From an optimization exercise on the open Yosys and OpenROAD flow, aimed at small area and a short achievable clock period; shortcuts taken in it are not production practice.
Function was checked by simulation only, so behaviour that the tests miss may differ from the original.
Power is estimated from default activity; no workload was simulated.

==> flow/design.v <==
module read_data_sink #(
    parameter int DATA_W     = 128,
    parameter int ID_W       = 4,
    parameter int BURST_LEN  = 100,
    parameter int NUM_BURSTS = 5,
    parameter int EXP_ID     = 0,
    parameter int FIFO_DEPTH = 16
) (
    input  logic                            clk,
    input  logic                            sys_rst_n,
    input  logic                            init_done,
    input  logic [DATA_W-1:0]               AXI_RDATA,
    input  logic [ID_W-1:0]                 AXI_RID,
    input  logic                            AXI_RLAST,
    input  logic [1:0]                      AXI_RRESP,
    input  logic                            AXI_RVALID,
    output logic                            AXI_RREADY,
    output logic [DATA_W-1:0]               m_data,
    output logic                            m_last,
    output logic                            m_valid,
    input  logic                            m_ready,
    output logic [$clog2(NUM_BURSTS+1)-1:0] burst_cnt,
    output logic [$clog2(BURST_LEN)-1:0]    beat_cnt,
    output logic                            err_last,
    output logic                            err_resp,
    output logic                            err_id,
    output logic                            rd_done
);
    localparam int BURST_W = $clog2(NUM_BURSTS+1);
    localparam int BEAT_W  = $clog2(BURST_LEN);
    localparam int CNT_W   = $clog2(FIFO_DEPTH) + 1;
    localparam int RAM_N   = FIFO_DEPTH - 1;
    localparam logic [1:0] IDLE_ST  = 2'b00;
    localparam logic [1:0] RUN_ST   = 2'b01;
    localparam logic [1:0] DRAIN_ST = 2'b10;
    localparam logic [1:0] DONE_ST  = 2'b11;
    localparam logic [BEAT_W-1:0]  BEAT_LAST   = BEAT_W'(BURST_LEN - 1);
    localparam logic [BURST_W-1:0] BURST_FINAL = BURST_W'(NUM_BURSTS - 1);
    localparam logic [BURST_W-1:0] BURST_MAX   = BURST_W'(NUM_BURSTS);
    localparam logic [CNT_W-1:0]   CNT_FULL    = CNT_W'(FIFO_DEPTH);
    localparam logic [ID_W-1:0]    EXP_ID_V    = ID_W'(EXP_ID);
    localparam logic [1:0]         RESP_OKAY   = 2'b00;
    logic [1:0]          state_r, state_nxt_s;
    logic [CNT_W-1:0]    cnt_r, cnt_nxt_s;
    logic [BEAT_W-1:0]   beat_cnt_r;
    logic [BURST_W-1:0]  burst_cnt_r;
    logic                err_last_r, err_resp_r, err_id_r;
    logic                rd_done_r;
    logic                rready_r;
    logic                valid_r;
    logic                last_r;
    logic                head_in_r;       
    logic [RAM_N-1:0]    wr_oh_r;         
    logic [RAM_N-1:0]    rd_oh_r;         
    logic [DATA_W-1:0]   head_r;
    logic [DATA_W-1:0]   ram_r [RAM_N];
    logic [DATA_W-1:0]   head_d_s;
    logic srst_s, acc_s, pop_s, last_flag_s, final_beat_s;
    logic ram_push_s, ram_pop_s;
    logic eq0_s, eq1_s, c0_s, c1_s;
    assign srst_s       = !init_done;
    assign acc_s        = AXI_RVALID && rready_r;
    assign pop_s        = m_ready && valid_r;
    assign last_flag_s  = (beat_cnt_r == BEAT_LAST);
    assign final_beat_s = acc_s && last_flag_s && (burst_cnt_r == BURST_FINAL);
    assign c0_s         = !valid_r;
    assign c1_s         = (cnt_r == CNT_W'(1));
    always_comb begin
        state_nxt_s = state_r;
        if (srst_s) begin
            state_nxt_s = IDLE_ST;
        end else begin
            case (state_r)
                IDLE_ST:  state_nxt_s = RUN_ST;
                RUN_ST:   state_nxt_s = final_beat_s ? DRAIN_ST : RUN_ST;
                DRAIN_ST: state_nxt_s = c0_s ? DONE_ST : DRAIN_ST;
                DONE_ST:  state_nxt_s = DONE_ST;
                default:  state_nxt_s = IDLE_ST;
            endcase
        end
    end
    always_comb begin
        cnt_nxt_s = cnt_r;
        if (srst_s) begin
            cnt_nxt_s = '0;
        end else begin
            case ({acc_s, pop_s})
                2'b10:   cnt_nxt_s = cnt_r + CNT_W'(1);
                2'b01:   cnt_nxt_s = cnt_r - CNT_W'(1);
                default: cnt_nxt_s = cnt_r;
            endcase
        end
    end
    assign eq0_s = ({2'b00, cnt_r} == beat_cnt_r + BEAT_W'(1));
    assign eq1_s = ({2'b00, cnt_r} == beat_cnt_r + BEAT_W'(2));
    always_ff @(posedge clk or negedge sys_rst_n) begin
        if (!sys_rst_n) begin
            state_r   <= IDLE_ST;
            rd_done_r <= 1'b0;
            cnt_r     <= '0;
            rready_r  <= 1'b0;
            valid_r   <= 1'b0;
            head_in_r <= 1'b1;
            last_r    <= 1'b0;
        end else begin
            state_r   <= state_nxt_s;
            rd_done_r <= (state_nxt_s == DONE_ST);
            cnt_r     <= cnt_nxt_s;
            rready_r  <= (state_nxt_s == RUN_ST) && (cnt_nxt_s != CNT_FULL);
            valid_r   <= (cnt_nxt_s != '0);
            head_in_r <= (cnt_nxt_s <= CNT_W'(1));
            if (pop_s)
                last_r <= eq1_s || (acc_s && last_flag_s && c1_s);
            else
                last_r <= eq0_s || (acc_s && last_flag_s && c0_s);
        end
    end
    assign ram_push_s = acc_s && !(c0_s || (c1_s && pop_s));
    assign ram_pop_s  = pop_s && !head_in_r;
    always_ff @(posedge clk or negedge sys_rst_n) begin
        if (!sys_rst_n) begin
            wr_oh_r <= RAM_N'(1);
            rd_oh_r <= RAM_N'(1);
        end else if (srst_s) begin
            wr_oh_r <= RAM_N'(1);
            rd_oh_r <= RAM_N'(1);
        end else begin
            if (ram_push_s)
                wr_oh_r <= {wr_oh_r[RAM_N-2:0], wr_oh_r[RAM_N-1]};
            if (ram_pop_s)
                rd_oh_r <= {rd_oh_r[RAM_N-2:0], rd_oh_r[RAM_N-1]};
        end
    end
    for (genvar k = 0; k < RAM_N; k++) begin : g_ram
        always_ff @(posedge clk) begin
            if (wr_oh_r[k] && !cnt_r[CNT_W-1])
                ram_r[k] <= AXI_RDATA;
        end
    end
    always_comb begin
        head_d_s = head_in_r ? AXI_RDATA : '0;
        for (int k = 0; k < RAM_N; k++)
            head_d_s = head_d_s | (ram_r[k] & {DATA_W{rd_oh_r[k] && !head_in_r}});
    end
    always_ff @(posedge clk) begin
        if (m_ready || c0_s)
            head_r <= head_d_s;
    end
    always_ff @(posedge clk or negedge sys_rst_n) begin
        if (!sys_rst_n) begin
            beat_cnt_r  <= {BEAT_W{1'b0}};
            burst_cnt_r <= {BURST_W{1'b0}};
        end else if (srst_s) begin
            beat_cnt_r  <= {BEAT_W{1'b0}};
            burst_cnt_r <= {BURST_W{1'b0}};
        end else if (acc_s) begin
            if (last_flag_s) begin
                beat_cnt_r <= {BEAT_W{1'b0}};
                if (burst_cnt_r < BURST_MAX) begin
                    burst_cnt_r <= burst_cnt_r + BURST_W'(1);
                end
            end else begin
                beat_cnt_r <= beat_cnt_r + BEAT_W'(1);
            end
        end
    end
    always_ff @(posedge clk or negedge sys_rst_n) begin
        if (!sys_rst_n) begin
            err_last_r <= 1'b0;
            err_resp_r <= 1'b0;
            err_id_r   <= 1'b0;
        end else if (srst_s) begin
            err_last_r <= 1'b0;
            err_resp_r <= 1'b0;
            err_id_r   <= 1'b0;
        end else if (acc_s) begin
            if (AXI_RLAST != last_flag_s) begin
                err_last_r <= 1'b1;
            end
            if (AXI_RRESP != RESP_OKAY) begin
                err_resp_r <= 1'b1;
            end
            if (AXI_RID != EXP_ID_V) begin
                err_id_r <= 1'b1;
            end
        end
    end
    assign AXI_RREADY = rready_r;
    assign m_valid    = valid_r;
    assign m_data     = head_r;
    assign m_last     = last_r;
    assign burst_cnt  = burst_cnt_r;
    assign beat_cnt   = beat_cnt_r;
    assign err_last   = err_last_r;
    assign err_resp   = err_resp_r;
    assign err_id     = err_id_r;
    assign rd_done    = rd_done_r;
endmodule
==> flow/run.sh <==
#!/bin/bash
# synth_recipe.tcl (not shown) runs the flow's synth.tcl, then flattens the netlist and writes it again
# the make line also repeats each setting of config.mk as NAME=value (left out here)
make -C /OpenROAD-flow-scripts/flow DESIGN_CONFIG=/design/flow/config.mk WORK_HOME=/design/flow/orfs CLKGATE_MAP_FILE= SYNTH_SCRIPT=/design/flow/synth_recipe.tcl finish
==> flow/config.mk <==
export PLATFORM = sky130hd
export DESIGN_NAME = read_data_sink
export DESIGN_NICKNAME = read_data_sink
export VERILOG_FILES = /design/flow/design.v
export SDC_FILE = /design/flow/constraint.sdc
export NUM_CORES = 4
export LEC_CHECK = 0
export CAP_MARGIN = 20
export CORE_MARGIN = 2
export CORE_UTILIZATION = 40
export SETUP_SLACK_MARGIN = 1.8
export SLEW_MARGIN = 20
==> flow/constraint.sdc <==
create_clock -name core_clock -period 4.5 [get_ports {clk}]
set_input_delay 0.9000 -clock core_clock [delete_from_list [all_inputs] [get_ports {clk}]]
set_output_delay 0.9000 -clock core_clock [all_outputs]
set_load 0.01 [all_outputs]
==> qor.yml, run 1 <==
drc: 0
powerDensity_nw_per_um2: 515.9
rsz0062_at_grt: "false"
grt_pass1_wl_um: 322000
slowest_stage: "edfxtp_1"
die-width_um: 439.0
clock-root-buffer: "clkbuf_16"
antenna_found_initial: 46
period_share_pct: 58.82
final_common_cell: "edfxtp_1"
dieArea_um2: 192700
first_pass_iters: 6
drt_wl_total_um: 229300
synth_seq_cells: 2103
critPathMaxFanout: 1
crit_family: "flip-flops"
layout_min_cycle_time_ns: 2.647
cap_violations: 0
p_leak_nw: 27.96
drive_gt1_share_pct: 10.71
cts_tree: "done"
yosysSeqAreaShare_pct: 83.08
syn_area_per_cell_um2: 18.14
syn_nets: 4321
route.vias.total: 43670
cts-buffers-inserted: 205
num_rows: 159
track_usage_pct: 23.39
clk_path_buf_depth: 3
vias_per_cell: 6.039
finalHoldViolCount: 0
wire_per_inst_um: 31.71
crit_type: "reg2out"
area_growth_pct: 18.11
nNetsFinal: 4696
synth_enable_flop_cells: 2048
clock_skew_ns: 0.06252
startpoint_type: "flip-flop"
clock_latency_ns: 0.87
power_w: 0.04612
status: "timing/DRC/antenna clean"
cts-htree-levels: 4
overflow: 0
gp_congestion: 0.7699
r2r_start: "rd_oh_r[2]"
yosys_warnings: 2
clk_pin_slew_worst_paths_ns: 0.06
async_flop_share_pct: 2.615
critPathBufInv: 1
final-setup-viol-count: 0
cpPeakStageDelay_ns: 0.54
fillers: 15770
synth_area_leaders: "edfxtp_1, a22oi_1, dfrtp_1, nand4_1, clkbuf_1"
tns_ns: 0
crit_path_cell_trace: "dlygate4sd2_1"
netlist.area_leader.share_pct: 81.26
coreArea_um2: 187800
worstPathArrival_ns: 1.75
max-vdd-ir-drop_uv: 475.6
drt_iter0_drc: 5060
antenna_left: 0
yosys.area.top_type: "edfxtp_1"
syn_area_um2: 75680
slew_headroom_pct: 28.65
hp-class: "in2async"
start_util_pct: 40.30
ys.flop_type: "edfxtp_1"
cp-end-kind: "output port"
die_h_um: 439.0
drv_slew: 0
tightest_slew_ns: 1.070
io_pins: 285
max_freq_mhz: 377.8
grt_pass1_vias: 42910
synth_cell_types: 55
cts.sinks: 2103
critPathRequiredTime_ns: 3.60
portBuffers: 284
final_cell_mix: "edfxtp_1, a22oi_1, clkbuf_16, nand2_1, clkdlybuf4s50_1"
synthCells: 4172
cp-startpoint: "head_r[5]"
grt_max_degree: 106
dpl.hpwl_um: 116300
-- cell type report --
class                           count  area, um^2  area share, %
Sequential cell                  2103       62950          70.42
Tap cell                         2495        3122          3.492
Timing Repair Buffer              430        4489          5.022
Clock inverter                    130        1400          1.566
Multi-Input combinational cell   1791       11920          13.34
Antenna cell                       13       32.53        0.03639
Inverter                           16       65.06        0.07279
Clock buffer                      254        5406          6.048
-- routing by layer --
metal | GRT usage, % | routed length (um) | up-vias
met5 | 0 | 150 | -
met4 | 6.690 | 5510 | 22
met3 | 4.010 | 19060 | 349
met2 | 40.04 | 116000 | 2288
met1 | 30.63 | 88570 | 22920
li1 | - | - | 18090
-- through the flow --
stage,utilization (%),cell area (um^2),cells,setup slack [ns],hold slack (ns)
global route,47.59,89380,7230,1.801,0.2553
CTS,47.53,89260,7211,1.701,0.1755
finish,47.60,89390,7232,1.853,0.2090
global placement,43.89,82420,6819,0.9934,0.4876
detailed placement,43.94,82510,6823,0.9582,0.4939
floorplan,-,75830,4172,1.441,0.4776
-- state kept, by name (all words and copies together) (netlist names) --
signal,flops
err_id_r,1
burst_cnt_r,3
err_resp_r,1
rready_r,1
ram_r,1920
state_r,2
head_r,128
rd_oh_r,15
wr_oh_r,15
rd_done_r,1
cnt_r,5
err_last_r,1
head_in_r,1
valid_r,1
last_r,1
beat_cnt_r,7
-- logic make-up after synthesis --
kind of cell	count (synthesis)	synth area share [%]
multiplexers	18	0.2397
XOR/XNOR	15	0.1736
flip-flops	2103	83.08
buffers and inverters	278	1.445
adder cells (fa/ha/maj)	9	0.1488
AO/OA/AOI/OAI	1224	11.48
AND/OR/NAND/NOR	525	3.435
-- repair_timing --
item                                    in CTS  in global routing
setup buffers                                4                  7
hold buffers                                 0                  0
endpoints found under the setup margin     158                  6
gates resized for setup                    129                  8
hold endpoints to repair                     0                  0
-- synth_stat cells, types with 2 or more instances --
master    instances
dfrtp_1          52
a22oi_1         884
clkbuf_1        208
and3_1            2
nor3_2            2
nand2_1         169
xnor2_1           9
a32oi_1          22
dfstp_2           3
nor2_1           54
nor3_1            8
xor2_1            6
nor2b_1          30
a22o_1            5
a222oi_1          2
nand4_1         129
inv_2             2
buf_6             4
nand3_1         114
o22a_1            6
inv_1            14
o211ai_1          2
buf_2             5
nor3b_1           2
a221oi_1          7
nand2b_1          8
a21oi_1         151
buf_1            43
mux2i_1          17
a311oi_1          3
o21ai_1          30
ha_1              9
edfxtp_1       2048
o31ai_1           3
o22ai_1          99
-- report_power, final --
group          switching (W)  total (W)  internal [W]
combinational        0.00320    0.00514       0.00194
clock                0.00752     0.0173       0.00975
sequential          0.000827     0.0237        0.0229
total                 0.0115     0.0461        0.0346
-- path summary, 6_finish.rpt --
kind | endpoint | slack (ns) | cells past startpoint
worst max-delay path | m_data[5] | 1.85 | 1
worst min-delay path | last_r | 0.21 | 1
max in group asynchronous | rd_oh_r[5] | 3.43 | 2
worst min register to register | head_r[79] | 0.49 | 2
worst max register to register | head_r[116] | 1.86 | 4
min in group core_clock | head_r[79] | 0.49 | 2
==> run 2, diff against run 1 <==
--- a/flow/config.mk
+++ b/flow/config.mk
@@ -10,3 +10,3 @@
 export CORE_UTILIZATION = 40
-export SETUP_SLACK_MARGIN = 1.8
+export SETUP_SLACK_MARGIN = 2.4
 export SLEW_MARGIN = 20
==> qor.yml, run 2 <==
drv_slew: 0
grt_pass1_wl_um: 335800
die_h_um: 439.0
clock_latency_ns: 0.87
num_rows: 159
tightest_slew_ns: 1.077
clock_skew_ns: 0.06170
final_common_cell: "edfxtp_1"
route.vias.total: 44820
slowest_stage: "edfxtp_1"
period_share_pct: 56.72
coreArea_um2: 187800
syn_nets: 4321
place_area_um2: 82510
regMostFlops: "ram_r"
io_pins: 285
async_flop_share_pct: 2.615
yosys_warnings: 2
worstPathArrival_ns: 1.65
cap_violations: 0
layout_min_cycle_time_ns: 2.553
nNetsFinal: 4823
track_usage_pct: 24.68
drc: 0
vias_per_cell: 6.089
cpPeakStageDelay_ns: 0.56
powerDensity_nw_per_um2: 512.2
crit_family: "flip-flops"
dieArea_um2: 192700
final_cell_mix: "edfxtp_1, a22oi_1, clkbuf_16, nand2_1, a21oi_1"
synth_most_common_cell: "edfxtp_1"
yosysSeqAreaShare_pct: 83.08
grt_pass1_vias: 43570
crit_path_cell_trace: "buf_2"
drt_iter0_drc: 5917
synthTopCellsByCount: "edfxtp_1, a22oi_1, clkbuf_1"
top_regs: "ram_r: 1920 flops, head_r: 128 flops"
drive_gt1_share_pct: 16.43
cts-htree-levels: 4
overflow: 0
crit_type: "reg2out"
synth_area_leaders: "edfxtp_1, a22oi_1, dfrtp_1, nand4_1, clkbuf_1"
synthCells: 4172
p_leak_nw: 28.85
slew_headroom_pct: 27.86
rsz0062_at_grt: "true"
setup_ws_ns: 1.947
status: "timing/DRC/antenna clean"
critPathBufInv: 1
dpl.hpwl_um: 116300
drt_wl_total_um: 244200
startpoint_type: "flip-flop"
cp.depth: 1
critPathMaxFanout: 1
synth_seq_cells: 2103
yosys.area.top_type: "edfxtp_1"
final-setup-viol-count: 0
clk_pin_slew_worst_paths_ns: 0.06
postLayoutCellArea_um2: 91040
first_pass_iters: 6
critPathRequiredTime_ns: 3.60
wire_per_inst_um: 33.17
cts_hold_buf: 0
die-width_um: 439.0
grt_max_degree: 75
syn_area_um2: 75680
cts-buffers-inserted: 205
cts_tree: "done"
clock-root-buffer: "clkbuf_16"
start_util_pct: 40.30
place_ws_ns: 0.9582
antenna_found_initial: 45
clk_path_buf_depth: 3
gp_congestion: 0.7699
finalHoldViolCount: 0
portBuffers: 284
hp-class: "in2async"
rr_worst_depth: 9
synth_enable_flop_cells: 2048
area_growth_pct: 20.28
tns_ns: 0
max-vdd-ir-drop_uv: 469.2
cts.sinks: 2103
synth_cell_types: 55
largest_register_ff_count: 1920
max_freq_mhz: 391.8
ys.flop_type: "edfxtp_1"
antenna_left: 0
syn_area_per_cell_um2: 18.14
netlist.area_leader.share_pct: 81.26
cp-end-kind: "output port"
run 2: cell counts after synthesis:
Identical to the previous run, type by type.
run 2: path summary, 6_finish.rpt:
path                                to  slack [ns]         start
max reg2reg                    valid_r        2.19      rready_r
min reg2reg                 head_r[79]        0.49  ram_r[6][79]
min in group core_clock     head_r[79]        0.49  ram_r[6][79]
max                        m_data[122]        1.95   head_r[122]
max in group asynchronous   rd_oh_r[5]        3.42     sys_rst_n
min                         err_resp_r        0.21     sys_rst_n
run 2: layout make-up:
cell class / instances / area, um^2
diodes: 16 / 40.04
multi-input cells: 1792 / 12080
repair buffers: 556 / 5961
clock inverters: 130 / 1400
flip-flops and latches: 2103 / 62950
well taps: 2495 / 3122
inverters: 16 / 77.57
clock buffers: 254 / 5406
fillers: 15630 / 96760
run 2: timing repair:
item	in CTS	in global routing
setup buffers	111	16
endpoints found under the setup margin	1547	303
resized for setup	674	40
gates cloned	8	4
pin swaps	6	7
run 2: metrics by stage:
step                      hold slack, ns  cells  util [%]  total power (W)
after global routing              0.2583   7361     48.47          0.04795
final                             0.2143   7362     48.48          0.04663
after floorplan                   0.4776   4172         -          0.02610
after detailed placement          0.4939   6823     43.94          0.02951
after CTS                         0.1753   7326     48.22          0.04671
after global placement            0.4876   6819     43.89          0.02946
run 2: report_power, final:
group	internal [W]	total (W)	switching, W
logic	0.00216	0.00573	0.00357
registers	0.0229	0.0236	0.000748
clock network	0.00975	0.0173	0.00752
total	0.0348	0.0466	0.0118
run 2: cell families after synthesis:
kind of cell | share of synthesized area, %
adders and majority gates | 0.1488
xor gates and xnor gates | 0.1736
buffers and inverters | 1.445
and+or+nand+nor | 3.435
AOI/OAI and AO/OA | 11.48
DFF | 83.08
muxes | 0.2397
run 2: worst register-to-register path, delay by kind of cell, from the launching register on:
family	cells	cell delay, ns
AO/OA/AOI/OAI	3	0.79
adder cells (fa/ha/maj)	1	0.23
flip-flops	1	0.41
buffers and inverters	3	0.33
AND/OR/NAND/NOR	2	0.42
run 2: metal layers:
metal	up-vias	wire [um]	global-route usage (%)
met4	22	8510	9.034
met2	2619	119300	40.85
met3	412	24600	4.820
met5	-	161	0
li1	18370	-	-
met1	23400	91620	32.36
==> run 3, diff against run 2 <==
--- a/flow/config.mk
+++ b/flow/config.mk
@@ -10,3 +10,2 @@
 export CORE_UTILIZATION = 40
-export SETUP_SLACK_MARGIN = 2.4
 export SLEW_MARGIN = 20
==> qor.yml, run 3 <==
synth_area_leaders: "edfxtp_1, a22oi_1, dfrtp_1, nand4_1, clkbuf_1"
dpl.cell_count: 6787
syn_nets: 4321
crit_family: "buffers and inverters"
rsz0062_at_grt: "false"
stdcell_count: 7179
largest_register_ff_count: 1920
synthTopCellsByCount: "edfxtp_1, a22oi_1, clkbuf_1"
cap_violations: 0
finalHoldViolCount: 0
wire_per_inst_um: 31.71
crit_type: "reg2out"
cts-htree-levels: 4
final_common_cell: "edfxtp_1"
antenna_found_initial: 44
antenna_left: 0
hp-class: "in2async"
async_flop_share_pct: 2.615
cp-startpoint: "beat_cnt_r[3]"
netlist.area_leader.share_pct: 81.26
grt_pass1_wl_um: 319000
cts.sinks: 2103
route.vias.total: 43490
p_leak_nw: 27.36
area_growth_pct: 17.20
layout_min_cycle_time_ns: 2.993
cts_hold_buf: 0
clk_pin_slew_worst_paths_ns: 0.06
status: "timing/DRC/antenna clean"
io_pins: 285
vias_per_cell: 6.057
die-width_um: 439.0
dr_wl_met3_um: 18890
portBuffers: 284
clock-root-buffer: "clkbuf_16"
worstPathArrival_ns: 2.09
top_layer: "met5"
cts_tree: "done"
clk_path_buf_depth: 3
fillers: 15690
place_ws_ns: 0.9561
grt_max_degree: 102
syn_area_per_cell_um2: 18.14
powerDensity_nw_per_um2: 513.2
drc: 0
cts-buffers-inserted: 200
slew_headroom_pct: 34.74
yosys_warnings: 2
tightest_slew_ns: 0.9788
num_rows: 159
drv_slew: 0
utilization_pct: 47.23
track_usage_pct: 23.18
coreArea_um2: 187800
reg2reg_to: "head_r[30]"
yosysSeqAreaShare_pct: 83.08
max_freq_mhz: 334.1
ys.flop_type: "edfxtp_1"
clock_skew_ns: 0.03630
cp-end-kind: "output port"
tns_ns: 0
drt_wl_total_um: 227700
period_share_pct: 66.51
grt_pass1_vias: 42220
drt_iter0_drc: 5189
dr_wl_met2_um: 113000
rr_worst_depth: 4
setup_ws_ns: 1.507
drive_gt1_share_pct: 8.953
cts_resized: 0
slowest_stage: "clkdlybuf4s50_1"
crit_path_cell_trace: "clkdlybuf4s50_1"
synth_seq_cells: 2103
die_h_um: 439.0
max-vdd-ir-drop_uv: 409.8
synthCells: 4172
critPathMaxFanout: 11
route.layer.met1.wl_um: 89360
final_cell_mix: "edfxtp_1, a22oi_1, clkdlybuf4s50_1, clkbuf_16, nand2_1"
dpl.hpwl_um: 111200
synth_enable_flop_cells: 2048
cts_setup_buffers: 0
r2r_start: "rd_oh_r[7]"
start_util_pct: 40.30
synth_most_common_cell: "edfxtp_1"
synth_cell_types: 55
yosys.area.top_type: "edfxtp_1"
clock_latency_ns: 0.86
regMostFlops: "ram_r"
dieArea_um2: 192700
cpPeakStageDelay_ns: 0.70
final-setup-viol-count: 0
critPathBufInv: 1
nNetsFinal: 4644
gp_congestion: 0.7591
overflow: 0
critPathRequiredTime_ns: 3.60
r2r_slack_ns: 1.72
first_pass_iters: 6
top_regs: "ram_r: 1920 flops, head_r: 128 flops"
startpoint_type: "flip-flop"
syn_area_um2: 75680
==> run 3: cell counts after synthesis <==
Identical to the previous run, type by type.
==> run 3: routing by layer <==
metal | GRT usage, % | vias up
met3 | 3.725 | 360
met1 | 31.10 | 22900
met2 | 38.59 | 2193
li1 | - | 18010
met5 | 0 | -
met4 | 7.660 | 24
==> run 3: per-stage QoR <==
step	hold slack, ns	instance area, um^2	total power [W]
after global routing	0.1579	88700	0.04694
final	0.1131	88700	0.04552
after CTS	0.08627	88640	0.04580
after floorplan	0.4776	75760	0.02610
after detailed placement	0.5060	82190	0.02941
after global placement	0.4872	82190	0.02939
==> run 3: logic make-up (layout without fill, tap and decap cells) <==
| family | Yosys count | in the layout | share of synthesized area, % |
|---|---|---|---|
| muxes | 18 | 18 | 0.2397 |
| other | 0 | 15 | 0 |
| adders and majority gates | 9 | 9 | 0.1488 |
| DFF | 2103 | 2103 | 83.08 |
| and+or+nand+nor | 525 | 525 | 3.435 |
| xor gates and xnor gates | 15 | 15 | 0.1736 |
| buffers and inverters | 278 | 775 | 1.445 |
| AOI/OAI and AO/OA | 1224 | 1224 | 11.48 |
==> run 3: power by group <==
part / switching, W / internal, W / total (W)
logic: 0.00316 / 0.00211 / 0.00528
registers: 0.000800 / 0.0229 / 0.0237
clock network: 0.00732 / 0.00924 / 0.0166
==> run 3: layout make-up <==
class | instances | area [um^2] | area share, %
multi-input cells | 1791 | 11910 | 13.43
clock buffers | 242 | 5194 | 5.855
inverters | 16 | 67.56 | 0.07617
repair buffers | 383 | 4177 | 4.709
well taps | 2495 | 3122 | 3.519
diodes | 15 | 37.54 | 0.04232
flip-flops and latches | 2103 | 62940 | 70.96
clock inverters | 134 | 1251 | 1.411
==> run 3: how the worst max path moves through the flow <==
stage	endpoint	slack, ns	depth (start not counted)
after detailed placement	valid_r	0.96	9
after floorplan	ram_r[10][0]	-2.33	2
after global placement	valid_r	0.98	9
after global routing	beat_cnt[3]	1.38	1
after CTS	beat_cnt[3]	1.41	1
final	beat_cnt[3]	1.51	1
==> run 4, diff against run 3 <==
--- a/flow/design.v
+++ b/flow/design.v
@@ -67,2 +67,19 @@
     assign c1_s         = (cnt_r == CNT_W'(1));
+    logic st_idle_s, st_run_s, st_drain_s, st_done_s;
+    logic fb_arm_s;       
+    logic full_s, c15_s, c2_s;
+    logic up_s, dn_s;
+    logic [CNT_W-1:0] cnt_inc_s, cnt_dec_s;
+    assign st_idle_s  = (state_r == IDLE_ST);
+    assign st_run_s   = (state_r == RUN_ST);
+    assign st_drain_s = (state_r == DRAIN_ST);
+    assign st_done_s  = (state_r == DONE_ST);
+    assign fb_arm_s   = last_flag_s && (burst_cnt_r == BURST_FINAL);
+    assign full_s     = cnt_r[CNT_W-1];
+    assign c15_s      = (cnt_r == CNT_W'(FIFO_DEPTH - 1));
+    assign c2_s       = (cnt_r == CNT_W'(2));
+    assign up_s       = acc_s && !pop_s;
+    assign dn_s       = pop_s && !acc_s;
+    assign cnt_inc_s  = cnt_r + CNT_W'(1);
+    assign cnt_dec_s  = cnt_r - CNT_W'(1);
     always_comb begin
@@ -82,12 +99,10 @@
     always_comb begin
-        cnt_nxt_s = cnt_r;
-        if (srst_s) begin
+        if (srst_s)
             cnt_nxt_s = '0;
-        end else begin
-            case ({acc_s, pop_s})
-                2'b10:   cnt_nxt_s = cnt_r + CNT_W'(1);
-                2'b01:   cnt_nxt_s = cnt_r - CNT_W'(1);
-                default: cnt_nxt_s = cnt_r;
-            endcase
-        end
+        else if (up_s)
+            cnt_nxt_s = cnt_inc_s;
+        else if (dn_s)
+            cnt_nxt_s = cnt_dec_s;
+        else
+            cnt_nxt_s = cnt_r;
     end
@@ -95,2 +110,7 @@
     assign eq1_s = ({2'b00, cnt_r} == beat_cnt_r + BEAT_W'(2));
+    logic run_nxt_s, full_nxt_s, valid_nxt_s, head_in_nxt_s;
+    assign run_nxt_s     = st_idle_s || (st_run_s && !(acc_s && fb_arm_s));
+    assign full_nxt_s    = (full_s && !pop_s) || (c15_s && up_s);
+    assign valid_nxt_s   = acc_s || (valid_r && !(pop_s && c1_s));
+    assign head_in_nxt_s = c0_s || (c1_s && !up_s) || (c2_s && dn_s);
     always_ff @(posedge clk or negedge sys_rst_n) begin
@@ -106,7 +126,7 @@
             state_r   <= state_nxt_s;
-            rd_done_r <= (state_nxt_s == DONE_ST);
             cnt_r     <= cnt_nxt_s;
-            rready_r  <= (state_nxt_s == RUN_ST) && (cnt_nxt_s != CNT_FULL);
-            valid_r   <= (cnt_nxt_s != '0);
-            head_in_r <= (cnt_nxt_s <= CNT_W'(1));
+            rd_done_r <= !srst_s && (st_done_s || (st_drain_s && c0_s));
+            rready_r  <= !srst_s && run_nxt_s && !full_nxt_s;
+            valid_r   <= !srst_s && valid_nxt_s;
+            head_in_r <= srst_s || head_in_nxt_s;
             if (pop_s)
@@ -139,10 +159,14 @@
     end
+    logic              hold_s, ld_in_s;
+    logic [RAM_N-1:0]  ld_ram_s;
+    assign hold_s   = valid_r && !m_ready;
+    assign ld_in_s  = head_in_r && !hold_s;
+    assign ld_ram_s = rd_oh_r & {RAM_N{!head_in_r && m_ready}};
     always_comb begin
-        head_d_s = head_in_r ? AXI_RDATA : '0;
+        head_d_s = (head_r & {DATA_W{hold_s}}) | (AXI_RDATA & {DATA_W{ld_in_s}});
         for (int k = 0; k < RAM_N; k++)
-            head_d_s = head_d_s | (ram_r[k] & {DATA_W{rd_oh_r[k] && !head_in_r}});
+            head_d_s = head_d_s | (ram_r[k] & {DATA_W{ld_ram_s[k]}});
     end
     always_ff @(posedge clk) begin
-        if (m_ready || c0_s)
-            head_r <= head_d_s;
+        head_r <= head_d_s;
     end
--- a/flow/config.mk
+++ b/flow/config.mk
@@ -10,2 +10,3 @@
 export CORE_UTILIZATION = 40
+export SETUP_SLACK_MARGIN = 2.4
 export SLEW_MARGIN = 20
==> qor.yml, run 4 <==
syn_area_per_cell_um2: 17.75
start_util_pct: 40.21
synth_area_leaders: "edfxtp_1, a22oi_1, dfxtp_1, a22o_1, a221oi_1"
clk_path_buf_depth: 3
route.vias.total: 46720
r2r_start: "valid_r"
grt_pass1_vias: 44840
yosys.area.top_type: "edfxtp_1"
gp_congestion: 0.7563
cts_tree: "done"
yosys_warnings: 2
final_cell_mix: "edfxtp_1, a22oi_1, clkbuf_16, nand2_1, a22o_1"
track_usage_pct: 24.76
rsz0062_at_grt: "true"
final-setup-viol-count: 0
largest_register_ff_count: 1920
cap_violations: 0
portBuffers: 284
drt_iter0_drc: 6871
startpoint_type: "flip-flop"
period_share_pct: 55.36
clock_latency_ns: 0.85
p_leak_nw: 30.27
final_common_cell: "edfxtp_1"
yosysSeqAreaShare_pct: 80.73
hp-class: "in2async"
critPathMaxFanout: 2
cts-htree-levels: 4
num_rows: 160
finalHoldViolCount: 0
antenna_left: 0
netlist.area_leader.share_pct: 75.56
tns_ns: 0
drc: 0
status: "timing/DRC/antenna clean"
postLayoutCellArea_um2: 92930
overflow: 0
synth_most_common_cell: "edfxtp_1"
antenna_found_initial: 38
powerDensity_nw_per_um2: 444.4
syn_area_um2: 76300
max_freq_mhz: 401.4
syn_nets: 4448
cts-buffers-inserted: 211
top_regs: "ram_r: 1920 flops, head_r: 128 flops"
die-width_um: 440.8
rr_worst_depth: 7
cts.sinks: 2103
drv_slew: 0
r2r_slack_ns: 2.33
utilization_pct: 48.96
critPathRequiredTime_ns: 3.60
fillers: 15580
tightest_slew_ns: 0.8856
wire_per_inst_um: 33.61
clk_pin_slew_worst_paths_ns: 0.07
seq_area_um2: 61930
dieArea_um2: 194300
place_area_um2: 82580
coreArea_um2: 189800
drt_wl_total_um: 250700
crit_type: "reg2out"
reg2reg_to: "head_r[95]"
multi_input_area_um2: 13900
die_h_um: 440.8
clock_skew_ns: 0.05474
slew_headroom_pct: 40.96
synthTopCellsByCount: "edfxtp_1, a22oi_1, clkbuf_1"
synth_seq_cells: 2103
grt_max_degree: 105
synthCells: 4299
clock-root-buffer: "clkbuf_16"
layout_min_cycle_time_ns: 2.491
area_growth_pct: 21.78
vias_per_cell: 6.263
async_flop_share_pct: 2.615
synth_cell_types: 50
worstPathArrival_ns: 1.59
fin_hold_ws_ns: 0.1372
max-vdd-ir-drop_uv: 361.1
first_pass_iters: 9
cp-end-kind: "output port"
dpl.hpwl_um: 113200
io_pins: 285
grt_pass1_wl_um: 341700
drive_gt1_share_pct: 19.62
nNetsFinal: 4910
ys.flop_type: "edfxtp_1"
synth_enable_flop_cells: 1920
regMostFlops: "ram_r"
-- run 4: cell types whose count changed in the layout (fill, tap and decap cells not counted), moves of 82 or more --
cell / delta
a222oi_1: +132
and3_1: +82
clkdlybuf4s50_1: -146
a221oi_1: +153
o22ai_1: -97
buf_6: +160
a22o_1: +200
a22oi_1: -457
dfxtp_2: +87
edfxtp_1: -128
a221o_1: +83
a21oi_1: -99
-- run 4: cell families (layout without fill, tap and decap cells) --
logic type / Yosys count / after routing / synth area share, %
adders and majority gates: 9 / 9 / 0.1476
AOI/OAI and AO/OA: 1207 / 1207 / 13.03
xor gates and xnor gates: 16 / 16 / 0.1837
DFF: 2103 / 2103 / 80.73
buffers and inverters: 325 / 960 / 1.718
muxes: 2 / 2 / 0.02788
other: 0 / 11 / 0
and+or+nand+nor: 637 / 641 / 4.168
-- run 4: final cells by class --
cell class / count / area share (%)
diodes: 11 / 0.02962
well taps: 2511 / 3.381
clock buffers: 288 / 6.307
multi-input cells: 1875 / 14.96
flip-flops and latches: 2103 / 66.65
clock inverters: 102 / 1.044
repair buffers: 560 / 7.586
inverters: 10 / 0.04174
-- run 4: worst max-delay path by stage --
stage / from / endpoint / slack (ns) / depth (start not counted)
finish: valid_r / m_valid / 2.01 / 2
global route: valid_r / m_valid / 1.95 / 2
CTS: valid_r / m_valid / 1.95 / 2
detailed placement: m_ready / head_r[14] / 1.52 / 7
global placement: m_ready / head_r[46] / 1.50 / 7
floorplan: cnt_r[4] / ram_r[1][0] / 1.44 / 3
-- run 4: layer usage --
metal / vias up / routed length, um / part of all wire, % / global-route usage [%]
met5: - / 53 / 0.021 / 0
met4: 8 / 8107 / 3.2 / 8.268
met3: 469 / 24430 / 9.7 / 3.839
met2: 2779 / 121700 / 49 / 41.10
met1: 24340 / 96400 / 38 / 33.34
li1: 19130 / - / - / -
-- run 4: per-stage QoR --
| stage | std cells | setup WS (ns) | power [W] |
|---|---|---|---|
| final | 7460 | 2.009 | 0.04130 |
| after global routing | 7455 | 1.951 | 0.04237 |
| after CTS | 7411 | 1.945 | 0.04142 |
| after detailed placement | 6886 | 1.522 | 0.02411 |
| after global placement | 6883 | 1.496 | 0.02408 |
| after floorplan | 4299 | 1.442 | 0.02298 |
-- run 4: power by group --
| part | internal [W] | leakage [nW] | switching [W] | total, W |
|---|---|---|---|---|
| clock | 0.00982 | 3.35 | 0.00753 | 0.0173 |
| sequential | 0.0217 | 19.2 | 0.000248 | 0.0220 |
| combinational | 0.000878 | 7.70 | 0.00113 | 0.00200 |
-- run 4: worst max-delay path, stage by stage (launching register included) --
cell	delay, ns
dfrtp_4	0.50
buf_12	0.13
buf_6	0.11
-- run 4: what timing repair did --
item                       in CTS  in global routing
gates cloned                   17                 12
pin swaps                       4                 24
hold buffers                    0                  0
resized for setup             986                 66
buffers inserted              118                 26
setup endpoints to repair    1088                324
==> run 5, diff against run 4 <==
--- a/flow/config.mk
+++ b/flow/config.mk
@@ -9,4 +9,4 @@
 export CORE_MARGIN = 2
-export CORE_UTILIZATION = 40
-export SETUP_SLACK_MARGIN = 2.4
+export CORE_UTILIZATION = 60
+export SETUP_SLACK_MARGIN = 2.6
 export SLEW_MARGIN = 20
==> qor.yml, run 5 <==
status: "timing/DRC/antenna clean"
place_ws_ns: 1.475
regMostFlops: "ram_r"
crit_type: "reg2out"
gp_congestion: 0.7655
rsz0062_at_grt: "true"
top_regs: "ram_r: 1920 flops, head_r: 128 flops"
vias_per_cell: 7.354
yosysSeqAreaShare_pct: 80.73
synth_enable_flop_cells: 1920
syn_nets: 4448
seq_area_um2: 61980
critPathRequiredTime_ns: 3.60
num_rows: 130
netlist.area_leader.share_pct: 75.56
syn_area_um2: 76300
synth_most_common_cell: "edfxtp_1"
finalHoldViolCount: 0
hp-class: "in2async"
drive_gt1_share_pct: 26.17
startpoint_type: "flip-flop"
die-width_um: 360.6
synthTopCellsByCount: "edfxtp_1, a22oi_1, clkbuf_1"
cp-end-kind: "output port"
final_common_cell: "edfxtp_1"
io_pins: 285
worstPathArrival_ns: 1.47
syn_area_per_cell_um2: 17.75
cts_tree: "done"
clock_skew_ns: 0.01778
track_usage_pct: 38.73
overflow: 0
grt_pass1_wl_um: 351900
cts.sinks: 2103
dieArea_um2: 130000
slew_headroom_pct: 32.57
drt_iter0_drc: 9413
clock-root-buffer: "clkbuf_16"
tns_ns: 0
antenna_found_initial: 23
clk_pin_slew_worst_paths_ns: 0.06
synth_cell_types: 50
max-vdd-ir-drop_uv: 429.4
drv_slew: 0
synth_seq_cells: 2103
nNetsFinal: 5093
wire_per_inst_um: 39.84
antenna_left: 0
layout_min_cycle_time_ns: 2.375
final-setup-viol-count: 0
portBuffers: 284
cts_hold_buf: 0
cts-htree-levels: 4
grt_pass1_vias: 46280
start_util_pct: 60.61
r2r_start: "head_in_r"
largest_register_ff_count: 1920
route.vias.total: 49900
dpl.hpwl_um: 106200
cp-startpoint: "valid_r"
grt_max_degree: 87
coreArea_um2: 125900
area_growth_pct: 26.10
yosys.area.top_type: "edfxtp_1"
cap_violations: 0
powerDensity_nw_per_um2: 420.5
clock_latency_ns: 0.83
ys.flop_type: "edfxtp_1"
max_freq_mhz: 421.1
period_share_pct: 52.77
first_pass_iters: 9
die_h_um: 360.6
clk_path_buf_depth: 3
drc: 0
p_leak_nw: 31.99
drt_wl_total_um: 270400
synthCells: 4299
setup_ws_ns: 2.125
critPathMaxFanout: 2
async_flop_share_pct: 2.615
final_cell_mix: "edfxtp_1, a22oi_1, clkbuf_16, nand2_1, a22o_1"
multi_input_area_um2: 15310
cts-buffers-inserted: 202
tightest_slew_ns: 1.011
utilization_pct: 76.43
fillers: 7097
synth_area_leaders: "edfxtp_1, a22oi_1, dfxtp_1, a22o_1, a221oi_1"
yosys_warnings: 2
-- run 5: cell count changes in the layout (fill, tap and decap cells not counted), moves of 17 or more --
cell       before  now
a22oi_1       427  362
clkbuf_16     224  247
o21ai_0        29   12
buf_8           6   26
buf_4         130  160
a22oi_2         4   69
buf_6         160  193
a221oi_2       31  147
dfxtp_2        87   69
clkbuf_1       49   74
a221oi_1      160   40
dfxtp_4        41   59
buf_12         67   93
buf_16         27   73
-- run 5: logic make-up (layout without fill, tap and decap cells) --
family          Yosys count  in the layout  synth area share (%)
other cells               0             15                     0
flops                  2103           2103                 80.73
buf+inv                 325           1135                 1.718
fa+ha+maj                 9              9                0.1476
simple gates            637            649                 4.168
xor+xnor                 16             16                0.1837
mux                       2              2               0.02788
compound gates         1207           1207                 13.03
-- run 5: metal layers --
layer	track usage, %	vias up	share of wire, %
li1	-	19560	-
met1	53.14	25410	35
met2	60.72	4191	46
met3	8.552	720	14
met4	16.34	20	5.1
met5	0	-	0.049
-- run 5: path summary, 6_finish.rpt --
path,endpoint,slack (ns),depth (start not counted)
max,m_valid,2.13,2
min,beat_cnt_r[2],0.10,1
max reg2reg,head_r[92],2.38,6
min reg2reg,head_r[93],0.45,2
max in group asynchronous,wr_oh_r[0],3.50,2
min in group core_clock,head_r[93],0.45,2
-- run 5: what timing repair did --
action,4_1_cts,5_1_grt
endpoints found under the setup margin,2100,707
resized for setup,1198,360
setup buffers,176,87
pin swaps,61,247
gates cloned,48,49
-- run 5: report_power, final --
group	total (W)	internal, W	switching (W)
sequential	0.0220	0.0217	0.000280
clock	0.0164	0.00920	0.00718
combinational	0.00211	0.000946	0.00116
-- run 5: per-stage QoR --
step / total power, W / hold WS (ns) / cell area [um^2] / std cells
detailed placement: 0.02406 / 0.4303 / 81290 / 6030
global route: 0.04137 / 0.1359 / 96200 / 6780
CTS: 0.04026 / 0.07634 / 92660 / 6635
global placement: 0.02401 / 0.4257 / 81290 / 6030
floorplan: 0.02298 / 0.4182 / 76440 / 4299
finish: 0.04046 / 0.1010 / 96220 / 6786
-- run 5: layout make-up --
type	instances	share of cell area, %
sequential	2103	64.42
timing repair buffer	744	10.88
inverter	10	0.05202
multi-input combinational	1883	15.91
clock buffer	294	5.870
tap	1650	2.146
clock inverter	87	0.6840
antenna	15	0.03901
-- run 5: worst max-delay path, cell delays in order (launching register included) --
cell	delay [ns]
dfrtp_2	0.41
buf_6	0.13
buf_6	0.11
==> run 6, diff against run 5 <==
--- a/flow/design.v
+++ b/flow/design.v
@@ -159,14 +159,10 @@
     end
-    logic              hold_s, ld_in_s;
-    logic [RAM_N-1:0]  ld_ram_s;
-    assign hold_s   = valid_r && !m_ready;
-    assign ld_in_s  = head_in_r && !hold_s;
-    assign ld_ram_s = rd_oh_r & {RAM_N{!head_in_r && m_ready}};
     always_comb begin
-        head_d_s = (head_r & {DATA_W{hold_s}}) | (AXI_RDATA & {DATA_W{ld_in_s}});
+        head_d_s = head_in_r ? AXI_RDATA : '0;
         for (int k = 0; k < RAM_N; k++)
-            head_d_s = head_d_s | (ram_r[k] & {DATA_W{ld_ram_s[k]}});
+            head_d_s = head_d_s | (ram_r[k] & {DATA_W{rd_oh_r[k] && !head_in_r}});
     end
     always_ff @(posedge clk) begin
-        head_r <= head_d_s;
+        if (m_ready || c0_s)
+            head_r <= head_d_s;
     end
--- a/flow/config.mk
+++ b/flow/config.mk
@@ -9,4 +9,6 @@
 export CORE_MARGIN = 2
-export CORE_UTILIZATION = 60
-export SETUP_SLACK_MARGIN = 2.6
+export CORE_UTILIZATION = 40
+export CTS_CLUSTER_DIAMETER = 80
+export CTS_CLUSTER_SIZE = 30
+export SETUP_SLACK_MARGIN = 2.1
 export SLEW_MARGIN = 20
==> qor.yml, run 6 <==
io_pins: 285
layout_min_cycle_time_ns: 2.476
critPathRequiredTime_ns: 3.60
grt_pass1_vias: 41670
area_growth_pct: 13.65
die-width_um: 439.4
portBuffers: 284
crit_type: "reg2out"
regMostFlops: "ram_r"
synth_area_leaders: "edfxtp_1, a22oi_1, dfrtp_1, nand4_1, clkbuf_1"
finalHoldViolCount: 0
drt_wl_total_um: 224300
synth_seq_cells: 2103
ys.flop_type: "edfxtp_1"
crit_path_cell_trace: "buf_6"
cts-htree-levels: 3
cts.sinks: 2103
cp-end-kind: "output port"
max-vdd-ir-drop_uv: 324.5
largest_register_ff_count: 1920
clock_latency_ns: 0.79
drv_slew: 0
route.vias.total: 42740
gp_congestion: 0.7462
max_freq_mhz: 403.9
synthTopCellsByCount: "edfxtp_1, a22oi_1, clkbuf_1"
r2r_start: "rd_oh_r[14]"
drive_gt1_share_pct: 10.47
r2r_slack_ns: 2.12
cap_violations: 0
place_ws_ns: 1.294
status: "timing/DRC/antenna clean"
powerDensity_nw_per_um2: 402.3
coreArea_um2: 188000
synthCells: 4179
dieArea_um2: 193000
nNetsFinal: 4607
startpoint_type: "flip-flop"
dpl.hpwl_um: 107100
vias_per_cell: 6.070
yosys.area.top_type: "edfxtp_1"
critPathBufInv: 1
p_leak_nw: 26.29
num_rows: 159
drc: 0
netlist.area_leader.share_pct: 81.12
rsz0062_at_grt: "true"
slowest_stage: "edfxtp_1"
syn_area_per_cell_um2: 18.14
reg2reg_to: "head_r[40]"
top_regs: "ram_r: 1920 flops, head_r: 128 flops"
cpPeakStageDelay_ns: 0.58
clk_path_buf_depth: 3
cts_tree: "done"
synth_most_common_cell: "edfxtp_1"
antenna_found_initial: 38
grt_pass1_wl_um: 310500
rr_worst_depth: 5
tightest_slew_ns: 1.063
final-setup-viol-count: 0
period_share_pct: 55.02
wire_per_inst_um: 31.85
cts_hold_buf: 0
setup_ws_ns: 2.024
clk_pin_slew_worst_paths_ns: 0.10
syn_area_um2: 75820
yosys_warnings: 2
track_usage_pct: 22.51
start_util_pct: 40.33
tns_ns: 0
clock-root-buffer: "clkbuf_16"
utilization_pct: 45.83
critPathMaxFanout: 1
die_h_um: 439.4
async_flop_share_pct: 2.615
clock_skew_ns: 0.04710
synth_enable_flop_cells: 2048
antenna_left: 0
drt_iter0_drc: 5268
final_cell_mix: "edfxtp_1, a22oi_1, nand2_1, clkdlybuf4s50_1, a21oi_1"
final_common_cell: "edfxtp_1"
yosysSeqAreaShare_pct: 82.94
overflow: 0
worstPathArrival_ns: 1.58
synth_cell_types: 50
first_pass_iters: 5
syn_nets: 4328
hp-class: "in2async"
slew_headroom_pct: 28.85
cts-buffers-inserted: 100
grt_max_degree: 104
crit_family: "flip-flops"
[run 6: cell count changes in the layout (fill, tap and decap cells not counted), sizes merged, moves of 128 or more]
cell,previous run,this run
a222oi,134,6
buf,553,217
a221oi,192,4
a22oi,431,885
dfxtp,128,0
edfxtp,1920,2048
a22o,205,18
clkbuf,334,108
[run 6: worst max path at each step]
stage	start	endpoint	slack, ns	cells after the start
2_1_floorplan	cnt_r[4]	ram_r[1][0]	1.44	3
3_3_place_gp	m_ready	head_r[22]	1.36	3
3_5_place_dp	m_ready	head_r[22]	1.29	3
4_1_cts	valid_r	m_valid	1.85	1
5_1_grt	head_r[119]	m_data[119]	2.02	1
6_report	head_r[119]	m_data[119]	2.02	1
[run 6: worst register-to-register path, delay by kind of cell, from the launching register on]
family / cells / cell delay, ns
AOI/OAI and AO/OA: 2 / 0.54
and+or+nand+nor: 2 / 0.18
DFF: 1 / 0.97
buffers and inverters: 1 / 0.49
[run 6: report_power, final]
| group | internal, W | total (W) | switching (W) |
|---|---|---|---|
| Combinational | 0.000495 | 0.00136 | 0.000867 |
| Sequential | 0.0218 | 0.0220 | 0.000172 |
| Clock | 0.00472 | 0.0113 | 0.00661 |
| Total | 0.0270 | 0.0347 | 0.00765 |
[run 6: routing by layer]
layer / vias to the layer above / GRT usage [%] / share of wire, %
li1: 17830 / - / -
met5: - / 0 / 0.087
met2: 1895 / 37.98 / 49
met1: 22660 / 30.16 / 40
met4: 34 / 5.914 / 2.6
met3: 325 / 3.875 / 8.1
[run 6: kinds of logic (layout without fill, tap and decap cells)]
kind of cell / Yosys count / after routing / share of synthesized area (%)
other: 0 / 9 / 0
multiplexers: 3 / 3 / 0.03961
AO/OA/AOI/OAI: 1258 / 1258 / 11.90
XOR/XNOR: 16 / 16 / 0.1848
buffers and inverters: 282 / 638 / 1.508
AND/OR/NAND/NOR: 508 / 510 / 3.287
adder cells (fa/ha/maj): 9 / 9 / 0.1485
flip-flops: 2103 / 2103 / 82.94
[run 6: final cells by class]
class	count	area (um^2)
antenna	9	22.52
clock buffer	107	2603
clock inverter	74	930.9
fill	15950	101800
inverter	17	68.82
multi-input combinational	1796	12010
sequential	2103	62950
tap	2495	3122
timing repair buffer	440	4457
[run 6: metrics by stage]
step / instances / hold WS (ns) / instance area, um^2 / power (W)
floorplan: 4179 / 0.4769 / 75960 / 0.02290
global placement: 6798 / 0.4785 / 82190 / 0.02384
detailed placement: 6800 / 0.4806 / 82240 / 0.02387
CTS: 7025 / 0.1367 / 86020 / 0.03485
global route: 7036 / 0.1843 / 86150 / 0.03564
finish: 7041 / 0.1592 / 86170 / 0.03467
[run 6: timing repair]
item                       in CTS  in global routing
setup buffers                  43                  6
setup endpoints to repair     974                 84
pin swaps                       0                  1
gates resized for setup       391                  7
cloned                          1                  1
==> run 7, diff against run 6 <==
--- a/flow/config.mk
+++ b/flow/config.mk
@@ -12,3 +12,3 @@
 export CTS_CLUSTER_SIZE = 30
-export SETUP_SLACK_MARGIN = 2.1
+export SETUP_SLACK_MARGIN = 2.3
 export SLEW_MARGIN = 20
==> qor.yml, run 7 <==
fillers: 15920
ys.flop_type: "edfxtp_1"
synthSimpleGateAreaFrac_pct: 3.287
antenna_left: 0
syn_area_um2: 75820
antenna_found_initial: 37
yosys.area.top_type: "edfxtp_1"
nNetsFinal: 4655
regMostFlops: "ram_r"
route.vias.total: 43390
coreArea_um2: 188000
muxShareOfSynthArea_pct: 0.03961
portBuffers: 284
netlist.area_leader.share_pct: 81.12
clock_latency_ns: 0.79
largest_register_ff_count: 1920
die-width_um: 439.4
cap_violations: 0
critPathBufInv: 1
cts_tree: "done"
start_util_pct: 40.33
status: "timing/DRC/antenna clean"
drive_gt1_share_pct: 13.28
rsz0062_at_grt: "true"
clock-root-buffer: "clkbuf_16"
area_growth_pct: 14.22
tns_ns: 0
multi_input_area_um2: 12060
yosys_warnings: 2
synth_top_family_by_area: "compound AO/OA/AOI/OAI gates"
max_freq_mhz: 408.1
slew_headroom_pct: 31.74
first_pass_iters: 6
slowest_stage: "edfxtp_1"
grt_max_degree: 91
period_share_pct: 54.45
syn_area_per_cell_um2: 18.14
grt_pass1_wl_um: 318700
cts-buffers-inserted: 100
crit_path_cell_trace: "buf_6"
gp_congestion: 0.7462
wire_per_inst_um: 32.32
io_pins: 285
power_w: 0.03471
synth_area_leaders: "edfxtp_1, a22oi_1, dfrtp_1, nand4_1, clkbuf_1"
overflow: 0
max-vdd-ir-drop_uv: 326.9
synth_most_common_cell: "edfxtp_1"
clk_pin_slew_worst_paths_ns: 0.10
drv_slew: 0
tightest_slew_ns: 1.024
crit_family: "flip-flops"
final_cell_mix: "edfxtp_1, a22oi_1, nand2_1, clkdlybuf4s50_1, a21oi_1"
critPathMaxFanout: 1
track_usage_pct: 23.14
startpoint_type: "flip-flop"
cts.sinks: 2103
p_leak_nw: 26.57
synth_enable_flop_cells: 2048
die_h_um: 439.4
synthCells: 4179
async_flop_share_pct: 2.615
grt_pass1_vias: 42090
clock_skew_ns: 0.04670
cpPeakStageDelay_ns: 0.56
cts_hold_buf: 0
drt_iter0_drc: 5259
cts-htree-levels: 3
powerDensity_nw_per_um2: 400.8
vias_per_cell: 6.120
final_common_cell: "edfxtp_1"
synth_seq_cells: 2103
synthXorXnorAreaFrac_pct: 0.1848
crit_type: "reg2out"
dieArea_um2: 193000
hp-class: "in2async"
worstPathArrival_ns: 1.55
final-setup-viol-count: 0
cp-end-kind: "output port"
yosysSeqAreaShare_pct: 82.94
drc: 0
critPathRequiredTime_ns: 3.60
synth_compound_area_share_pct: 11.90
synthTopCellsByCount: "edfxtp_1, a22oi_1, clkbuf_1"
layout_min_cycle_time_ns: 2.450
syn_nets: 4328
top_regs: "ram_r: 1920 flops, head_r: 128 flops"
synth_cell_types: 50
synth_adder_area_share_pct: 0.1485
dpl.hpwl_um: 107100
finalHoldViolCount: 0
seq_area_um2: 62950
clk_path_buf_depth: 3
num_rows: 159
drt_wl_total_um: 229200
run 7: where the power goes:
group	internal, W	switching, W
Combinational	0.000497	0.000880
Sequential	0.0218	0.000175
Clock	0.00472	0.00663
Total	0.0270	0.00769
run 7: final cells by class:
cell class | count | area share, %
Multi-Input combinational cell | 1796 | 13.93
Clock buffer | 107 | 3.005
Antenna cell | 10 | 0.02890
Clock inverter | 74 | 1.075
Inverter | 17 | 0.07947
Sequential cell | 2103 | 72.70
Timing Repair Buffer | 488 | 5.585
Tap cell | 2495 | 3.605
run 7: timing repair:
| item | 4_1_cts | 5_1_grt |
|---|---|---|
| endpoints found under the hold margin | 0 | 0 |
| setup endpoints to repair | 1699 | 206 |
| buffers inserted | 79 | 17 |
| resized for setup | 640 | 23 |
| pin swaps | 1 | 3 |
| gates cloned | 3 | 0 |
run 7: cells by family (layout without fill, tap and decap cells):
group | Yosys count | after routing
AND/OR/NAND/NOR | 508 | 510
flip-flops | 2103 | 2103
XOR/XNOR | 16 | 16
adder cells (fa/ha/maj) | 9 | 9
other | 0 | 10
buffers and inverters | 282 | 686
AO/OA/AOI/OAI | 1258 | 1258
multiplexers | 3 | 3
run 7: per-layer routing:
layer,wire length (um),vias to the layer above,share of wire (%),track usage [%]
li1,-,17930,-,-
met1,92320,23150,40,31.50
met2,113000,1984,49,38.68
met3,18030,303,7.9,3.396
met4,5571,28,2.4,6.690
met5,182,-,0.079,0
run 7: final timing paths:
| check | end | startpoint | slack (ns) | cells after the start |
|---|---|---|---|---|
| worst max-delay path | m_data[119] | head_r[119] | 2.05 | 1 |
| worst min-delay path | err_resp_r | sys_rst_n | 0.15 | 1 |
| worst max register to register | head_r[91] | head_in_r | 2.31 | 5 |
| worst min register to register | err_id_r | err_id_r | 0.50 | 1 |
| max in group asynchronous | rd_oh_r[8] | sys_rst_n | 3.57 | 2 |
| min in group core_clock | err_id_r | err_id_r | 0.50 | 1 |
run 7: metrics by stage:
| step | instances | util, % | setup WS, ns | cell area, um^2 | hold WS, ns |
|---|---|---|---|---|---|
| after floorplan | 4179 | - | 1.444 | 75960 | 0.4769 |
| after global placement | 6798 | 43.72 | 1.357 | 82190 | 0.4785 |
| after detailed placement | 6800 | 43.75 | 1.294 | 82240 | 0.4806 |
| after CTS | 7063 | 45.90 | 1.852 | 86290 | 0.1367 |
| after global routing | 7087 | 46.06 | 2.040 | 86590 | 0.1842 |
| final | 7090 | 46.06 | 2.050 | 86590 | 0.1541 |
==> run 8, diff against run 7 <==
--- a/flow/config.mk
+++ b/flow/config.mk
@@ -9,3 +9,3 @@
 export CORE_MARGIN = 2
-export CORE_UTILIZATION = 40
+export CORE_UTILIZATION = 70
 export CTS_CLUSTER_DIAMETER = 80
==> qor.yml, run 8 <==
cts-htree-levels: 3
power_frac_seq_pct: 68.2
finalHoldViolCount: 0
syn_area_um2: 75820
worstPathArrival_ns: 1.46
max-vdd-ir-drop_uv: 338.8
power_frac_clock_pct: 27.6
io_pins: 285
critPathBufInv: 1
rr_worst_depth: 3
drive_gt1_share_pct: 11.58
cp.depth: 1
cts.sinks: 2103
crit_family: "flip-flops"
num_rows: 120
critPathMaxFanout: 2
synth_enable_flop_cells: 2048
period_share_pct: 52.55
final_cell_mix: "edfxtp_1, a22oi_1, nand2_1, clkdlybuf4s50_1, a21oi_1"
intPower_w: 0.02571
synth_cell_types: 50
cp-end-kind: "output port"
final-setup-viol-count: 0
clock-root-buffer: "clkbuf_16"
vias_per_cell: 7.534
synth_area_leaders: "edfxtp_1, a22oi_1, dfrtp_1, nand4_1, clkbuf_1"
hp-class: "in2async"
fin_hold_ws_ns: 0.1544
clk_path_buf_depth: 3
clk_pin_slew_worst_paths_ns: 0.11
drt_iter0_drc: 7732
p_sw_w: 0.006494
gp_congestion: 0.8042
top_regs: "ram_r: 1920 flops, head_r: 128 flops"
die_h_um: 333.1
grt_max_degree: 114
cts_hold_buf: 0
startpoint_type: "flip-flop"
dpl.cell_count: 5699
portBuffers: 284
track_usage_pct: 38.27
ys.flop_type: "edfxtp_1"
yosys_warnings: 2
syn_area_per_cell_um2: 18.14
clock_latency_ns: 0.72
tightest_slew_ns: 0.9626
p_sw_share_pct: 20.16
stdcell_count: 5920
dieArea_um2: 111000
cts_tree: "done"
route.vias.total: 44600
status: "timing/DRC/antenna clean"
slowest_stage: "edfxtp_1"
crit_path_cell_trace: "buf_2"
synth_most_common_cell: "edfxtp_1"
layout_min_cycle_time_ns: 2.365
regMostFlops: "ram_r"
rsz0062_at_grt: "true"
drv_slew: 0
coreArea_um2: 107200
max_freq_mhz: 422.9
wire_per_inst_um: 36.09
drc: 0
setup_ws_ns: 2.135
nNetsFinal: 4637
p_leak_nw: 25.92
synth_seq_cells: 2103
final_common_cell: "edfxtp_1"
antenna_found_initial: 31
cap_violations: 0
yosys.area.top_type: "edfxtp_1"
yosysSeqAreaShare_pct: 82.94
dpl.hpwl_um: 97600
tns_ns: 0
synthTopCellsByCount: "edfxtp_1, a22oi_1, clkbuf_1"
place_ws_ns: 1.543
overflow: 0
first_pass_iters: 8
cpPeakStageDelay_ns: 0.55
die-width_um: 333.1
synthCells: 4179
slew_headroom_pct: 35.83
syn_nets: 4328
area_growth_pct: 10.69
start_util_pct: 70.72
cts-buffers-inserted: 80
crit_type: "reg2out"
power_w: 0.03221
combinationalPowerShare_pct: 4.2
netlist.area_leader.share_pct: 81.12
grt_pass1_vias: 41920
drt_wl_total_um: 213700
critPathRequiredTime_ns: 3.60
largest_register_ff_count: 1920
clock_skew_ns: 0.03722
antenna_left: 0
powerDensity_nw_per_um2: 383.8
grt_pass1_wl_um: 299800
async_flop_share_pct: 2.615
run 8: area by class of cell:
cell class                      instances  area (um^2)
Sequential cell                      2103        62950
Multi-Input combinational cell       1803        12110
Antenna cell                            9        22.52
Timing Repair Buffer                  483         4818
Clock buffer                           96         2137
Tap cell                             1403         1755
Clock inverter                          6        62.56
Inverter                               17        68.82
Fill cell                            5827        23280
run 8: metal layers:
metal | up-vias | wire length [um] | global-route usage (%) | share of wire, %
li1 | 17820 | - | - | -
met1 | 22580 | 74830 | 55.52 | 35
met2 | 3714 | 100200 | 59.65 | 47
met3 | 441 | 31660 | 8.873 | 15
met4 | 42 | 6683 | 11.10 | 3.1
met5 | - | 276 | 0 | 0.13
run 8: cell families (layout without fill, tap and decap cells):
| kind of cell | after synthesis | in the layout | synth area share (%) |
|---|---|---|---|
| buffers and inverters | 282 | 602 | 1.508 |
| flip-flops | 2103 | 2103 | 82.94 |
| AND/OR/NAND/NOR | 508 | 517 | 3.287 |
| adder cells (fa/ha/maj) | 9 | 9 | 0.1485 |
| other | 0 | 9 | 0 |
| XOR/XNOR | 16 | 16 | 0.1848 |
| AO/OA/AOI/OAI | 1258 | 1258 | 11.90 |
| multiplexers | 3 | 3 | 0.03961 |
run 8: through the flow:
| step | cell area (um^2) | util, % |
|---|---|---|
| 5_1_grt | 83920 | 78.28 |
| 3_3_place_gp | 80770 | 75.34 |
| 4_1_cts | 83530 | 77.92 |
| 3_5_place_dp | 80800 | 75.37 |
| 2_1_floorplan | 75960 | - |
| 6_report | 83920 | 78.29 |
run 8: path summary, 6_finish.rpt:
kind | slack [ns] | endpoint | start
max reg2reg | 2.29 | ram_r[6][35] | cnt_r[4]
min | 0.15 | err_resp_r | sys_rst_n
min in group core_clock | 0.50 | err_last_r | err_last_r
max in group asynchronous | 3.46 | wr_oh_r[0] | sys_rst_n
min reg2reg | 0.50 | err_last_r | err_last_r
max | 2.14 | m_data[120] | head_r[120]
run 8: timing repair:
item                                     CTS  global route
pin swaps                                  2             2
endpoints found under the setup margin  1217           445
resized for setup                        636            26
setup buffers                             71            27
cloned                                    11             1
run 8: power by group through the flow:
stage / combinational (W) / sequential (W) / clock [W]
finish: 0.00135 / 0.0220 / 0.00889
CTS: 0.00132 / 0.0220 / 0.00889
global placement: 0.00134 / 0.0224 / 0
global route: 0.00144 / 0.0220 / 0.00948
floorplan: 0.000494 / 0.0224 / 0
detailed placement: 0.00137 / 0.0224 / 0

==> afterwards: timing with drivers on the ports <==
The flow's constraints put no driver on any port. The routed layouts listed below were extracted and timed again, unchanged, in two steps. Step 1 (the two cells are an assumption about what drives the block):
set clk [get_ports {clk}]
set_driving_cell -lib_cell sky130_fd_sc_hd__clkbuf_16 $clk
set_driving_cell -lib_cell sky130_fd_sc_hd__buf_2 [delete_from_list [all_inputs] $clk]
Step 2 moves the port delays by t, midway between the first and last clock arrival at a register: inputs arrive t later, outputs are due t later. That takes back most of the time a late clock gives input paths. Slacks: ideal ports / drivers / drivers and shift; pairs: ideal ports / drivers.
| run | shift t [ns] | setup WS [ns] | hold WS [ns] |
|---|---|---|---|
| run 1 | 0.929 | 1.853 / 1.765 / 1.073 | 0.209 / 0.146 / 0.494 |
| run 2 | 0.932 | 1.947 / 1.861 / 1.505 | 0.214 / 0.152 / 0.494 |
| run 3 | 0.924 | 1.507 / 1.424 / 0.918 | 0.113 / 0.079 / 0.512 |
| run 4 | 0.922 | 2.009 / 1.916 / 1.537 | 0.137 / 0.073 / 0.401 |
| run 5 | 0.904 | 2.125 / 2.040 / 1.646 | 0.101 / 0.037 / 0.448 |
| run 6 | 0.853 | 2.024 / 1.933 / 1.280 | 0.159 / 0.095 / 0.499 |
| run 7 | 0.854 | 2.050 / 1.958 / 1.556 | 0.154 / 0.087 / 0.501 |
| run 8 | 0.776 | 2.135 / 2.057 / 1.530 | 0.154 / 0.103 / 0.499 |
After both steps setup and hold are still met in every run listed. The setup slack of run 1, which loses most, moves by -0.088 ns with the drivers and by -0.780 ns with both steps.
